From an optimization exercise on the open Yosys and OpenROAD flow, aimed at small area, a short achievable clock period and few clock cycles per item; shortcuts taken in it are not production practice. The RTL was checked by simulation tests, not by an equivalence proof against the original design.

Setup of lane 5:
==> flow/design.v <==
`default_nettype none
module mmn_store #(
  parameter int N = 66,
  parameter int T = 64
) (
  input  wire logic        clk,
  input  wire logic        ins,
  input  wire logic [31:0] din,
  output logic [31:0]      tap
);
  logic [31:0] r [0:N-1];
  always_ff @(posedge clk) begin
    r[0] <= ins ? din : r[N-1];
    for (int i = 1; i < N; i++) begin
      r[i] <= r[i-1];
    end
  end
  assign tap = r[T];
endmodule
`default_nettype wire
`default_nettype none
module mmn_job_fifo #(
  parameter int J = 4,
  parameter int W = 71
) (
  input  wire logic         clk,
  input  wire logic         rst,
  input  wire logic         wr_en,
  input  wire logic [W-1:0] wr_data,
  input  wire logic         rd_en,
  output logic [W-1:0]      rd_data
);
  localparam int PW = (J > 1) ? $clog2(J) : 1;
  logic [W-1:0]  slots [0:J-1];
  logic [PW-1:0] wp;
  logic [PW-1:0] rp;
  assign rd_data = slots[rp];
  always_ff @(posedge clk) begin
    if (wr_en) begin
      slots[wp] <= wr_data;
    end
  end
  always_ff @(posedge clk) begin
    if (rst) begin
      wp <= '0;
      rp <= '0;
    end else begin
      if (wr_en) begin
        wp <= (wp == PW'(J - 1)) ? '0 : wp + PW'(1);
      end
      if (rd_en) begin
        rp <= (rp == PW'(J - 1)) ? '0 : rp + PW'(1);
      end
    end
  end
endmodule
`default_nettype wire
`default_nettype none
module mmn_front #(
  parameter int N = 66,
  parameter int J = 4
) (
  input  wire logic         clk,
  input  wire logic         rst,
  input  wire logic         push,
  input  wire logic [32:0]  item,
  output logic              full,
  input  wire logic         cons,      
  input  wire logic         dpop,      
  output logic              ins,
  output logic [31:0]       din,
  output logic              at_head,
  output logic              d_avail,
  output logic              d_wr,
  output logic [70:0]       d_data     
);
  localparam int CW = 7;
  localparam int DW = 4;
  logic               b_v;
  logic [32:0]        b_d;
  logic               full_q;
  logic               nf;
  logic [6:0]         fill;
  logic signed [31:0] run_min;
  logic signed [31:0] run_max;
  logic               fd;
  logic [CW-1:0]      cnt;
  logic [CW-1:0]      a;
  logic [CW-1:0]      g;
  logic [DW-1:0]      dcnt;
  function automatic logic leave_f(input logic last_i, input logic nf_i,
                                   input logic [6:0] fill_i, input logic [CW-1:0] cnt_i,
                                   input logic [CW-1:0] g_i, input logic [DW-1:0] dcnt_i,
                                   input logic fd_i);
    logic kept_i;
    logic allowed_i;
    logic dspace_i;
    kept_i    = nf_i || (fill_i != 7'd64);
    allowed_i = (cnt_i == '0) || ((g_i == '0) && (cnt_i != CW'(N)));
    dspace_i  = ((dcnt_i + DW'(fd_i)) < DW'(J));
    leave_f = (!kept_i || allowed_i) && (!last_i || dspace_i);
  endfunction
  logic               b_last;
  logic signed [31:0] b_x;
  logic               leave;
  logic               kept;
  logic               acc;
  assign b_last = b_d[0];
  assign b_x    = b_d[32:1];
  assign kept   = nf || (fill != 7'd64);
  assign leave  = b_v && leave_f(b_last, nf, fill, cnt, g, dcnt, fd);
  assign ins    = leave && kept;
  assign acc    = push && !full_q;
  assign din    = b_x;
  assign full   = full_q;
  logic               b_v_n;
  logic [32:0]        b_d_n;
  logic               nf_n;
  logic [6:0]         fill_n;
  logic [CW-1:0]      cnt_n;
  logic [CW-1:0]      g_base;
  logic [CW-1:0]      g_n;
  logic [CW-1:0]      a_n;
  logic               fd_n;
  logic [DW-1:0]      dcnt_n;
  logic               full_n;
  always_comb begin
    b_v_n  = acc || (b_v && !leave);
    b_d_n  = acc ? item : b_d;
    nf_n   = leave ? b_last : nf;
    fill_n = ins ? (nf ? 7'd1 : fill + 7'd1) : fill;
    cnt_n  = cnt + CW'(ins) - CW'(cons);
    g_base = (cnt == '0) ? '0 : g;
    g_n    = ins ? '0 : ((g_base == '0) ? CW'(N - 1) : g_base - CW'(1));
    if (cnt == '0) begin
      a_n = CW'(N - 2);
    end else if (cons) begin
      a_n = a;
    end else begin
      a_n = (a == '0) ? CW'(N - 1) : a - CW'(1);
    end
    fd_n   = leave && b_last;
    dcnt_n = dcnt + DW'(fd) - DW'(dpop);
    if (rst) begin
      b_v_n  = 1'b0;
      nf_n   = 1'b1;
      fill_n = '0;
      cnt_n  = '0;
      fd_n   = 1'b0;
      dcnt_n = '0;
    end
    full_n = b_v_n && !leave_f(b_d_n[0], nf_n, fill_n, cnt_n, g_n, dcnt_n, fd_n);
  end
  always_ff @(posedge clk) begin
    b_v    <= b_v_n;
    b_d    <= b_d_n;
    nf     <= nf_n;
    fill   <= fill_n;
    cnt    <= cnt_n;
    g      <= g_n;
    a      <= a_n;
    fd     <= fd_n;
    dcnt   <= dcnt_n;
    full_q <= full_n;
  end
  always_ff @(posedge clk) begin
    if (ins) begin
      if (nf || (b_x < run_min)) begin
        run_min <= b_x;
      end
      if (nf || (b_x > run_max)) begin
        run_max <= b_x;
      end
    end
  end
  logic [31:0] span;
  logic        pt;
  assign span    = run_max - run_min;
  assign pt      = (run_max == run_min);
  assign d_wr    = fd;
  assign d_data  = {run_min, (pt ? run_min : span), pt, 6'(fill - 7'd1)};
  assign at_head = (cnt != '0) && (a == '0);
  assign d_avail = (dcnt != '0);
endmodule
`default_nettype wire
`default_nettype none
module mmn_back (
  input  wire logic        clk,
  input  wire logic        rst,
  input  wire logic        in_v,
  input  wire logic [31:0] in_rem,
  input  wire logic [31:0] in_sp,
  input  wire logic        in_pt,
  input  wire logic        in_last,
  output logic             en,
  input  wire logic        pop,
  output logic             empty,
  output logic [33:0]      result
);
  localparam int S = 16;
  logic        v   [0:S-1];
  logic [31:0] rem [0:S-1];
  logic [31:0] sp  [0:S-1];
  logic        pt  [0:S-1];
  logic        lst [0:S-1];
  logic        eq  [1:S-1];
  logic [15:0] q   [1:S-1];
  logic        o_v;
  logic        s_v;
  logic [33:0] o_d;
  logic [33:0] s_d;
  assign en = !s_v;
  always_ff @(posedge clk) begin
    if (rst) begin
      v[0] <= 1'b0;
    end else if (en) begin
      v[0] <= in_v;
    end
    if (en) begin
      rem[0] <= in_rem;
      sp[0]  <= in_sp;
      pt[0]  <= in_pt;
      lst[0] <= in_last;
    end
  end
  for (genvar j = 1; j < S; j++) begin : g_st
    logic [32:0] trial;
    logic [33:0] diff;
    logic        fits;
    assign trial = {rem[j-1], 1'b0};
    assign diff  = {1'b0, trial} - {2'b0, sp[j-1]};
    assign fits  = !diff[33];
    always_ff @(posedge clk) begin
      if (rst) begin
        v[j] <= 1'b0;
      end else if (en) begin
        v[j] <= v[j-1];
      end
      if (en) begin
        rem[j] <= fits ? diff[31:0] : trial[31:0];
        sp[j]  <= sp[j-1];
        pt[j]  <= pt[j-1];
        lst[j] <= lst[j-1];
      end
    end
    if (j == 1) begin : g_first
      always_ff @(posedge clk) begin
        if (en) begin
          eq[j]   <= (rem[0] == sp[0]);
          q[j][0] <= fits;
        end
      end
    end else begin : g_rest
      always_ff @(posedge clk) begin
        if (en) begin
          eq[j]        <= eq[j-1];
          q[j][j-1:0]  <= {q[j-1][j-2:0], fits};
        end
      end
    end
  end
  logic [32:0] l_trial;
  logic [33:0] l_diff;
  logic [15:0] quo;
  logic [31:0] value;
  logic [33:0] res;
  logic        res_v;
  assign l_trial = {rem[S-1], 1'b0};
  assign l_diff  = {1'b0, l_trial} - {2'b0, sp[S-1]};
  assign quo     = {q[S-1][S-2:0], !l_diff[33]};
  assign value   = pt[S-1] ? sp[S-1] : (eq[S-1] ? 32'h0001_0000 : {16'b0, quo});
  assign res     = {value, pt[S-1], lst[S-1]};
  assign res_v   = en && v[S-1];
  always_ff @(posedge clk) begin
    if (rst) begin
      o_v <= 1'b0;
      s_v <= 1'b0;
    end else if (s_v) begin
      if (pop) begin
        s_v <= 1'b0;
      end
    end else if (res_v) begin
      if (o_v && !pop) begin
        s_v <= 1'b1;
      end
      o_v <= 1'b1;
    end else if (pop) begin
      o_v <= 1'b0;
    end
  end
  always_ff @(posedge clk) begin
    if (s_v) begin
      if (pop) begin
        o_d <= s_d;
      end
    end else if (res_v) begin
      if (o_v && !pop) begin
        s_d <= res;
      end else begin
        o_d <= res;
      end
    end
  end
  assign empty  = !o_v;
  assign result = o_d;
endmodule
`default_nettype wire
`default_nettype none
module min_max_normalize_top #(
  parameter int MAX_ELEMENTS = 64
) (
  input  wire logic        clk,
  input  wire logic        rst,
  input  wire logic        push,
  output logic             full,
  input  wire logic [32:0] item,     
  output logic             empty,
  input  wire logic        pop,
  output logic [33:0]      result    
);
  localparam int N = MAX_ELEMENTS + 2;
  localparam int T = N - 2;
  localparam int J = 4;
  logic        ins;
  logic [31:0] din;
  logic [31:0] tap;
  logic        at_head;
  logic        d_avail;
  logic        d_wr;
  logic [70:0] d_wdata;
  logic [70:0] d_head;
  logic        en;
  logic        cons;
  logic        dpop;
  logic [5:0]  k;
  logic        is_last;
  logic [31:0] d_min;
  logic [31:0] d_spx;
  logic        d_pt;
  logic [5:0]  d_cm1;
  assign {d_min, d_spx, d_pt, d_cm1} = d_head;
  assign cons    = at_head && d_avail && en;
  assign is_last = (k == d_cm1);
  assign dpop    = cons && is_last;
  always_ff @(posedge clk) begin
    if (rst) begin
      k <= '0;
    end else if (cons) begin
      k <= is_last ? '0 : k + 6'd1;
    end
  end
  mmn_front #(
    .N(N),
    .J(J)
  ) u_front (
    .clk(clk),
    .rst(rst),
    .push(push),
    .item(item),
    .full(full),
    .cons(cons),
    .dpop(dpop),
    .ins(ins),
    .din(din),
    .at_head(at_head),
    .d_avail(d_avail),
    .d_wr(d_wr),
    .d_data(d_wdata)
  );
  mmn_store #(
    .N(N),
    .T(T)
  ) u_store (
    .clk(clk),
    .ins(ins),
    .din(din),
    .tap(tap)
  );
  mmn_job_fifo #(
    .J(J),
    .W(71)
  ) u_jobs (
    .clk(clk),
    .rst(rst),
    .wr_en(d_wr),
    .wr_data(d_wdata),
    .rd_en(dpop),
    .rd_data(d_head)
  );
  mmn_back u_back (
    .clk(clk),
    .rst(rst),
    .in_v(cons),
    .in_rem(tap - d_min),
    .in_sp(d_spx),
    .in_pt(d_pt),
    .in_last(is_last),
    .en(en),
    .pop(pop),
    .empty(empty),
    .result(result)
  );
endmodule
`default_nettype wire
Settings: LEC_CHECK=0, CAP_MARGIN=20, CORE_MARGIN=2, CORE_UTILIZATION=45, PLACE_DENSITY=0.6, SLEW_MARGIN=20; clock period 8.0 ns.
run.sh (not shown) runs the stock make flow with config.mk's settings and CLKGATE_MAP_FILE= SYNTH_SCRIPT=/design/flow/synth_recipe.tcl, a recipe that flattens the netlist after the stock synthesis.
Testbench counts of lane 5, summed over its fixed seeds: cycles 9,932, items 9,268.
## Diff of input files: lane 4 against lane 5
--- a/flow/design.v
+++ b/flow/design.v
@@ -18,41 +18,62 @@
   assign tap = r[T];
 endmodule
 `default_nettype wire
 `default_nettype none
 module mmn_job_fifo #(
-  parameter int J = 4,
+  parameter int J = 3,
   parameter int W = 71
 ) (
   input  wire logic         clk,
   input  wire logic         rst,
   input  wire logic         wr_en,
   input  wire logic [W-1:0] wr_data,
-  input  wire logic         rd_en,
-  output logic [W-1:0]      rd_data
+  input  wire logic         rd_en,      
+  output logic              cur_v,
+  output logic [W-1:0]      cur
 );
   localparam int PW = (J > 1) ? $clog2(J) : 1;
+  localparam int CW = $clog2(J + 1);
   logic [W-1:0]  slots [0:J-1];
   logic [PW-1:0] wp;
   logic [PW-1:0] rp;
-  assign rd_data = slots[rp];
+  logic [CW-1:0] fc;
+  logic load;
+  logic from_fifo;
+  logic from_wr;
+  logic fifo_wr;
+  assign load      = !cur_v || rd_en;
+  assign from_fifo = load && (fc != '0);
+  assign from_wr   = load && (fc == '0) && wr_en;
+  assign fifo_wr   = wr_en && !from_wr;
   always_ff @(posedge clk) begin
-    if (wr_en) begin
+    if (fifo_wr) begin
       slots[wp] <= wr_data;
     end
+    if (from_fifo) begin
+      cur <= slots[rp];
+    end else if (from_wr) begin
+      cur <= wr_data;
+    end
   end
   always_ff @(posedge clk) begin
     if (rst) begin
-      wp <= '0;
-      rp <= '0;
+      wp    <= '0;
+      rp    <= '0;
+      fc    <= '0;
+      cur_v <= 1'b0;
     end else begin
-      if (wr_en) begin
+      if (fifo_wr) begin
         wp <= (wp == PW'(J - 1)) ? '0 : wp + PW'(1);
       end
-      if (rd_en) begin
+      if (from_fifo) begin
         rp <= (rp == PW'(J - 1)) ? '0 : rp + PW'(1);
       end
+      fc <= fc + CW'(fifo_wr) - CW'(from_fifo);
+      if (load) begin
+        cur_v <= (fc != '0) || wr_en;
+      end
     end
   end
 endmodule
 `default_nettype wire
 `default_nettype none
@@ -324,10 +345,11 @@
   logic        ins;
   logic [31:0] din;
   logic [31:0] tap;
   logic        at_head;
   logic        d_avail;
+  logic        d_cur_v;
   logic        d_wr;
   logic [70:0] d_wdata;
   logic [70:0] d_head;
   logic        en;
   logic        cons;
@@ -337,11 +359,11 @@
   logic [31:0] d_min;
   logic [31:0] d_spx;
   logic        d_pt;
   logic [5:0]  d_cm1;
   assign {d_min, d_spx, d_pt, d_cm1} = d_head;
-  assign cons    = at_head && d_avail && en;
+  assign cons    = at_head && d_cur_v && en;
   assign is_last = (k == d_cm1);
   assign dpop    = cons && is_last;
   always_ff @(posedge clk) begin
     if (rst) begin
       k <= '0;
@@ -375,19 +397,20 @@
     .ins(ins),
     .din(din),
     .tap(tap)
   );
   mmn_job_fifo #(
-    .J(J),
+    .J(J - 1),
     .W(71)
   ) u_jobs (
     .clk(clk),
     .rst(rst),
     .wr_en(d_wr),
     .wr_data(d_wdata),
     .rd_en(dpop),
-    .rd_data(d_head)
+    .cur_v(d_cur_v),
+    .cur(d_head)
   );
   mmn_back u_back (
     .clk(clk),
     .rst(rst),
     .in_v(cons),
==> results.txt <==
- Relative to lane 5, instance area after placement has gone up in lane 4.
- Compared with lane 5, in lane 4 multi-input combinational cell count has increased, number of distinct library cells after synthesis has remained practically unchanged, worst setup slack has increased, data required time at the worst endpoint has increased.
- In the reports for lane 5 and lane 4, the larger first-iteration DRC count belongs to lane 5.
- On synthesis-stage register bit count, lane 4 tracks lane 5 almost exactly.
- Lane 4 against lane 5: sequential fraction of total cell area went down by 0.76 points, routed wire length went down by 3.0 mm, number of inserted filler cells in the final layout went up by 357.
Testbench counts of lane 4, summed over its fixed seeds: cycles 9,932, items 9,268.

main:
Another version of the RTL of min_max_normalize_top (not shown whole).
For scale: about 11000 cells after synthesis, ~3800 flip-flops, ~73 I/O pins, ~130000 um2 of cells after synthesis.
==> module mmn_back, before the edit <==
module mmn_back (
  input  wire logic        clk,
  input  wire logic        rst,
  input  wire logic        in_v,
  input  wire logic [31:0] in_rem,
  input  wire logic [31:0] in_sp,
  input  wire logic        in_pt,
  input  wire logic        in_last,
  output logic             en,
  output logic             en_n,      
  input  wire logic        pop,
  output logic             empty,
  output logic [33:0]      result
);
  localparam int S = 16;
  logic        v   [0:S-1];
  logic [31:0] rem [0:S-1];
  logic [31:0] sp  [0:S-1];
  logic        pt  [0:S-1];
  logic        lst [0:S-1];
  logic        eq  [1:S-1];
  logic [15:0] q   [1:S-1];
  logic        o_v;
  logic        s_v;
  logic        s_v_n;
  logic        en_q;
  logic [33:0] o_d;
  logic [33:0] s_d;
  assign en   = en_q;
  assign en_n = !s_v_n;
  always_ff @(posedge clk) begin
    if (rst) begin
      v[0] <= 1'b0;
    end else if (en) begin
      v[0] <= in_v;
    end
    if (en) begin
      rem[0] <= in_rem;
      sp[0]  <= in_sp;
      pt[0]  <= in_pt;
      lst[0] <= in_last;
    end
  end
  for (genvar j = 1; j < S; j++) begin : g_st
    logic        fits;
    logic [31:0] nrem;
    mmn_divstep u_step (
      .rem(rem[j-1]),
      .sp(sp[j-1]),
      .fits(fits),
      .nrem(nrem)
    );
    always_ff @(posedge clk) begin
      if (rst) begin
        v[j] <= 1'b0;
      end else if (en) begin
        v[j] <= v[j-1];
      end
      if (en) begin
        rem[j] <= nrem;
        sp[j]  <= sp[j-1];
        pt[j]  <= pt[j-1];
        lst[j] <= lst[j-1];
      end
    end
    if (j == 1) begin : g_first
      always_ff @(posedge clk) begin
        if (en) begin
          eq[j]   <= (rem[0] == sp[0]);
          q[j][0] <= fits;
        end
      end
    end else begin : g_rest
      always_ff @(posedge clk) begin
        if (en) begin
          eq[j]        <= eq[j-1];
          q[j][j-1:0]  <= {q[j-1][j-2:0], fits};
        end
      end
    end
  end
  logic        l_fits;
  logic [31:0] l_nrem;
  logic [15:0] quo;
  logic [31:0] value;
  logic [33:0] res;
  logic        res_v;
  mmn_divstep u_last (
    .rem(rem[S-1]),
    .sp(sp[S-1]),
    .fits(l_fits),
    .nrem(l_nrem)
  );
  assign quo   = {q[S-1][S-2:0], l_fits};
  assign value = pt[S-1] ? sp[S-1] : (eq[S-1] ? 32'h0001_0000 : {16'b0, quo});
  assign res   = {value, pt[S-1], lst[S-1]};
  assign res_v = en && v[S-1];
  always_comb begin
    s_v_n = s_v;
    if (rst) begin
      s_v_n = 1'b0;
    end else if (s_v) begin
      if (pop) begin
        s_v_n = 1'b0;
      end
    end else if (res_v && o_v && !pop) begin
      s_v_n = 1'b1;
    end
  end
  always_ff @(posedge clk) begin
    s_v  <= s_v_n;
    en_q <= !s_v_n;
    if (rst) begin
      o_v <= 1'b0;
    end else if (!s_v) begin
      if (res_v) begin
        o_v <= 1'b1;
      end else if (pop) begin
        o_v <= 1'b0;
      end
    end
  end
  always_ff @(posedge clk) begin
    if (s_v) begin
      if (pop) begin
        o_d <= s_d;
      end
    end else if (res_v) begin
      if (o_v && !pop) begin
        s_d <= res;
      end else begin
        o_d <= res;
      end
    end
  end
  assign empty  = !o_v;
  assign result = o_d;
endmodule
==> module min_max_normalize_top, before the edit <==
module min_max_normalize_top #(
  parameter int MAX_ELEMENTS = 64
) (
  input  wire logic        clk,
  input  wire logic        rst,
  input  wire logic        push,
  output logic             full,
  input  wire logic [32:0] item,     
  output logic             empty,
  input  wire logic        pop,
  output logic [33:0]      result    
);
  localparam int N = MAX_ELEMENTS + 2;
  localparam int T = N - 2;
  localparam int J = 4;
  logic        ins;
  logic [31:0] din;
  logic [31:0] tap;
  logic        at_head;
  logic        d_wr;
  logic [70:0] d_wdata;
  logic [64:0] d_cur;
  logic        d_cur_v;
  logic        en;
  logic        cons;
  logic        dpop;
  logic        is_last;
  logic [31:0] d_min;
  logic [31:0] d_spx;
  logic        d_pt;
  logic [31:0] offset;
  logic        off_co;
  assign {d_min, d_spx, d_pt} = d_cur;
  logic at_head_n;
  logic d_cur_v_n;
  logic en_n;
  logic cons_q;
  always_ff @(posedge clk) begin
    cons_q <= at_head_n && d_cur_v_n && en_n;
  end
  assign cons = cons_q;
  assign dpop = cons && is_last;
  mmn_front #(
    .N(N),
    .J(J)
  ) u_front (
    .clk(clk),
    .rst(rst),
    .push(push),
    .item(item),
    .full(full),
    .cons(cons),
    .dpop(dpop),
    .ins(ins),
    .din(din),
    .at_head(at_head),
    .at_head_n(at_head_n),
    .d_wr(d_wr),
    .d_data(d_wdata)
  );
  mmn_store #(
    .N(N),
    .T(T)
  ) u_store (
    .clk(clk),
    .ins(ins),
    .din(din),
    .tap(tap)
  );
  mmn_job_fifo #(
    .J(J - 1),
    .W(71)
  ) u_jobs (
    .clk(clk),
    .rst(rst),
    .wr_en(d_wr),
    .wr_data(d_wdata),
    .cons(cons),
    .cur_v(d_cur_v),
    .cur_v_n(d_cur_v_n),
    .cur(d_cur),
    .is_last(is_last)
  );
  mmn_add #(
    .W(32)
  ) u_off (
    .a(tap),
    .b(~d_min),
    .cin(1'b1),
    .s(offset),
    .co(off_co)
  );
  mmn_back u_back (
    .clk(clk),
    .rst(rst),
    .in_v(cons),
    .in_rem(offset),
    .in_sp(d_spx),
    .in_pt(d_pt),
    .in_last(is_last),
    .en(en),
    .en_n(en_n),
    .pop(pop),
    .empty(empty),
    .result(result)
  );
endmodule
Settings: LEC_CHECK=0, CAP_MARGIN=20, CORE_MARGIN=2, CORE_UTILIZATION=45, CTS_CLUSTER_DIAMETER=80, CTS_CLUSTER_SIZE=24, PLACE_DENSITY=0.6, SETUP_SLACK_MARGIN=4.9, SLEW_MARGIN=20; clock period 8.0 ns.
standard.sh (not shown) runs the stock make flow with config.mk's settings and CLKGATE_MAP_FILE= SYNTH_SCRIPT=/design/flow/synth_recipe.tcl, a recipe that flattens the netlist after the stock synthesis.
==> flow/flow/run.sh <==
#!/bin/bash
# Layout flow: the standard layout (standard.sh, all of ORFS's own steps and
# scripts), except that synthesis maps the logic with a delay-targeted ABC
# script (flow/abc_speed.script) in place of ORFS's abc_speed.script.
# make's output goes to flow_make.log; ORFS keeps each tool's log under orfs/logs.
set -euo pipefail
WORK=$(cd "$(dirname "$0")/.." && pwd)
cd "$WORK"
rm -rf "$WORK/scripts_abc"
cp -r "$FLOW_HOME/scripts" "$WORK/scripts_abc"
cp "$WORK/flow/abc_speed.script" "$WORK/scripts_abc/abc_speed.script"
bash "$WORK/standard.sh" "SCRIPTS_DIR=$WORK/scripts_abc" finish > "$WORK/flow_make.log" 2>&1
==> flow/flow/abc_speed.script <==
strash
dch -f
map -D 2200
buffer -p
upsize -D 2200
Testbench counts of main, summed over its fixed seeds: cycles 9,932, items 9,268.
diff inputs: main => the feature branch
==> flow/design.v, changed modules only <==
module mmn_back (
  input  wire logic        clk,
  input  wire logic        rst,
  input  wire logic        in_v,
  input  wire logic [31:0] in_rem,
  input  wire logic [31:0] in_sp,
  input  wire logic        in_pt,
  input  wire logic        in_last,
  output logic             en,
  input  wire logic        pop,
  output logic             empty,
  output logic [33:0]      result
);
  localparam int S = 16;
  logic        v   [0:S-1];
  logic [31:0] rem [0:S-1];
  logic [31:0] sp  [0:S-1];
  logic        pt  [0:S-1];
  logic        lst [0:S-1];
  logic        eq  [1:S-1];
  logic [15:0] q   [1:S-1];
  logic        o_v;
  logic [33:0] o_d;
  assign en = !o_v || pop;
  always_ff @(posedge clk) begin
    if (rst) begin
      v[0] <= 1'b0;
    end else if (en) begin
      v[0] <= in_v;
    end
    if (en) begin
      rem[0] <= in_rem;
      sp[0]  <= in_sp;
      pt[0]  <= in_pt;
      lst[0] <= in_last;
    end
  end
  for (genvar j = 1; j < S; j++) begin : g_st
    logic        fits;
    logic [31:0] nrem;
    mmn_divstep u_step (
      .rem(rem[j-1]),
      .sp(sp[j-1]),
      .fits(fits),
      .nrem(nrem)
    );
    always_ff @(posedge clk) begin
      if (rst) begin
        v[j] <= 1'b0;
      end else if (en) begin
        v[j] <= v[j-1];
      end
      if (en) begin
        rem[j] <= nrem;
        sp[j]  <= sp[j-1];
        pt[j]  <= pt[j-1];
        lst[j] <= lst[j-1];
      end
    end
    if (j == 1) begin : g_first
      always_ff @(posedge clk) begin
        if (en) begin
          eq[j]   <= (rem[0] == sp[0]);
          q[j][0] <= fits;
        end
      end
    end else begin : g_rest
      always_ff @(posedge clk) begin
        if (en) begin
          eq[j]        <= eq[j-1];
          q[j][j-1:0]  <= {q[j-1][j-2:0], fits};
        end
      end
    end
  end
  logic        l_fits;
  logic [31:0] l_nrem;
  logic [15:0] quo;
  logic [31:0] value;
  mmn_divstep u_last (
    .rem(rem[S-1]),
    .sp(sp[S-1]),
    .fits(l_fits),
    .nrem(l_nrem)
  );
  assign quo   = {q[S-1][S-2:0], l_fits};
  assign value = pt[S-1] ? sp[S-1] : (eq[S-1] ? 32'h0001_0000 : {16'b0, quo});
  always_ff @(posedge clk) begin
    if (rst) begin
      o_v <= 1'b0;
    end else if (en) begin
      o_v <= v[S-1];
    end
    if (en) begin
      o_d <= {value, pt[S-1], lst[S-1]};
    end
  end
  assign empty  = !o_v;
  assign result = o_d;
endmodule
module min_max_normalize_top #(
  parameter int MAX_ELEMENTS = 64
) (
  input  wire logic        clk,
  input  wire logic        rst,
  input  wire logic        push,
  output logic             full,
  input  wire logic [32:0] item,     
  output logic             empty,
  input  wire logic        pop,
  output logic [33:0]      result    
);
  localparam int N = MAX_ELEMENTS + 2;
  localparam int T = N - 2;
  localparam int J = 4;
  logic        ins;
  logic [31:0] din;
  logic [31:0] tap;
  logic        at_head;
  logic        d_wr;
  logic [70:0] d_wdata;
  logic [64:0] d_cur;
  logic        d_cur_v;
  logic        en;
  logic        cons;
  logic        dpop;
  logic        is_last;
  logic [31:0] d_min;
  logic [31:0] d_spx;
  logic        d_pt;
  logic [31:0] offset;
  logic        off_co;
  assign {d_min, d_spx, d_pt} = d_cur;
  logic at_head_n;
  logic d_cur_v_n;
  logic ready_q;
  always_ff @(posedge clk) begin
    ready_q <= at_head_n && d_cur_v_n;
  end
  assign cons = ready_q && en;
  assign dpop = cons && is_last;
  mmn_front #(
    .N(N),
    .J(J)
  ) u_front (
    .clk(clk),
    .rst(rst),
    .push(push),
    .item(item),
    .full(full),
    .cons(cons),
    .dpop(dpop),
    .ins(ins),
    .din(din),
    .at_head(at_head),
    .at_head_n(at_head_n),
    .d_wr(d_wr),
    .d_data(d_wdata)
  );
  mmn_store #(
    .N(N),
    .T(T)
  ) u_store (
    .clk(clk),
    .ins(ins),
    .din(din),
    .tap(tap)
  );
  mmn_job_fifo #(
    .J(J - 1),
    .W(71)
  ) u_jobs (
    .clk(clk),
    .rst(rst),
    .wr_en(d_wr),
    .wr_data(d_wdata),
    .cons(cons),
    .cur_v(d_cur_v),
    .cur_v_n(d_cur_v_n),
    .cur(d_cur),
    .is_last(is_last)
  );
  mmn_add #(
    .W(32)
  ) u_off (
    .a(tap),
    .b(~d_min),
    .cin(1'b1),
    .s(offset),
    .co(off_co)
  );
  mmn_back u_back (
    .clk(clk),
    .rst(rst),
    .in_v(cons),
    .in_rem(offset),
    .in_sp(d_spx),
    .in_pt(d_pt),
    .in_last(is_last),
    .en(en),
    .pop(pop),
    .empty(empty),
    .result(result)
  );
endmodule
Notes after the runs:
main → the feature branch: worst path arrival time now sits lower, xor/xnor cell area share of the yosys netlist now sits at about the same level, worst hold margin now sits higher. For clock network area share, main and the feature branch come out practically identical. The synthesized-area fraction occupied by and/or/nand/nor cells on main is in line with that on the feature branch. Going from main to the feature branch, the clock buffer count from CTS was found to have gone down by about 2%.
Testbench counts of the feature branch, summed over its fixed seeds: cycles 9,932, items 9,268.

[separate check: timing with driven ports]
The results above use ideal ports. As a check the final layouts listed here were re-extracted and re-timed, cells and wires unchanged.
Step 1 sets driving cells, clkbuf_16 on the clock port and buf_2 on the other inputs (assumed; they add their load-dependent delay and slew).
Step 2 adds t to the input delays and takes it off the output delays; t is the mean of the earliest and latest rising clock arrival at the registers after step 1. Input paths then give back, and output paths get back, about the clock's delay inside the block.
Slacks: ideal ports / drivers / drivers and shift; pairs: ideal ports / drivers.
run | shift t [ns] | slack for setup (ns) | worst data-port slew with drivers (ns)
lane 5 | 0.973 | 3.033 / 3.033 / 3.033 | 0.20
lane 4 | 0.991 | 3.149 / 3.149 / 3.149 | 0.07
main | 0.957 | 4.842 / 4.842 / 4.635 | 0.04
the feature branch | 0.967 | 4.757 / 4.663 / 4.067 | 0.03
After both steps setup and hold are still met in every run listed. The setup slack of the feature branch, which loses most, moves by -0.094 ns with the drivers and by -0.690 ns with both steps.
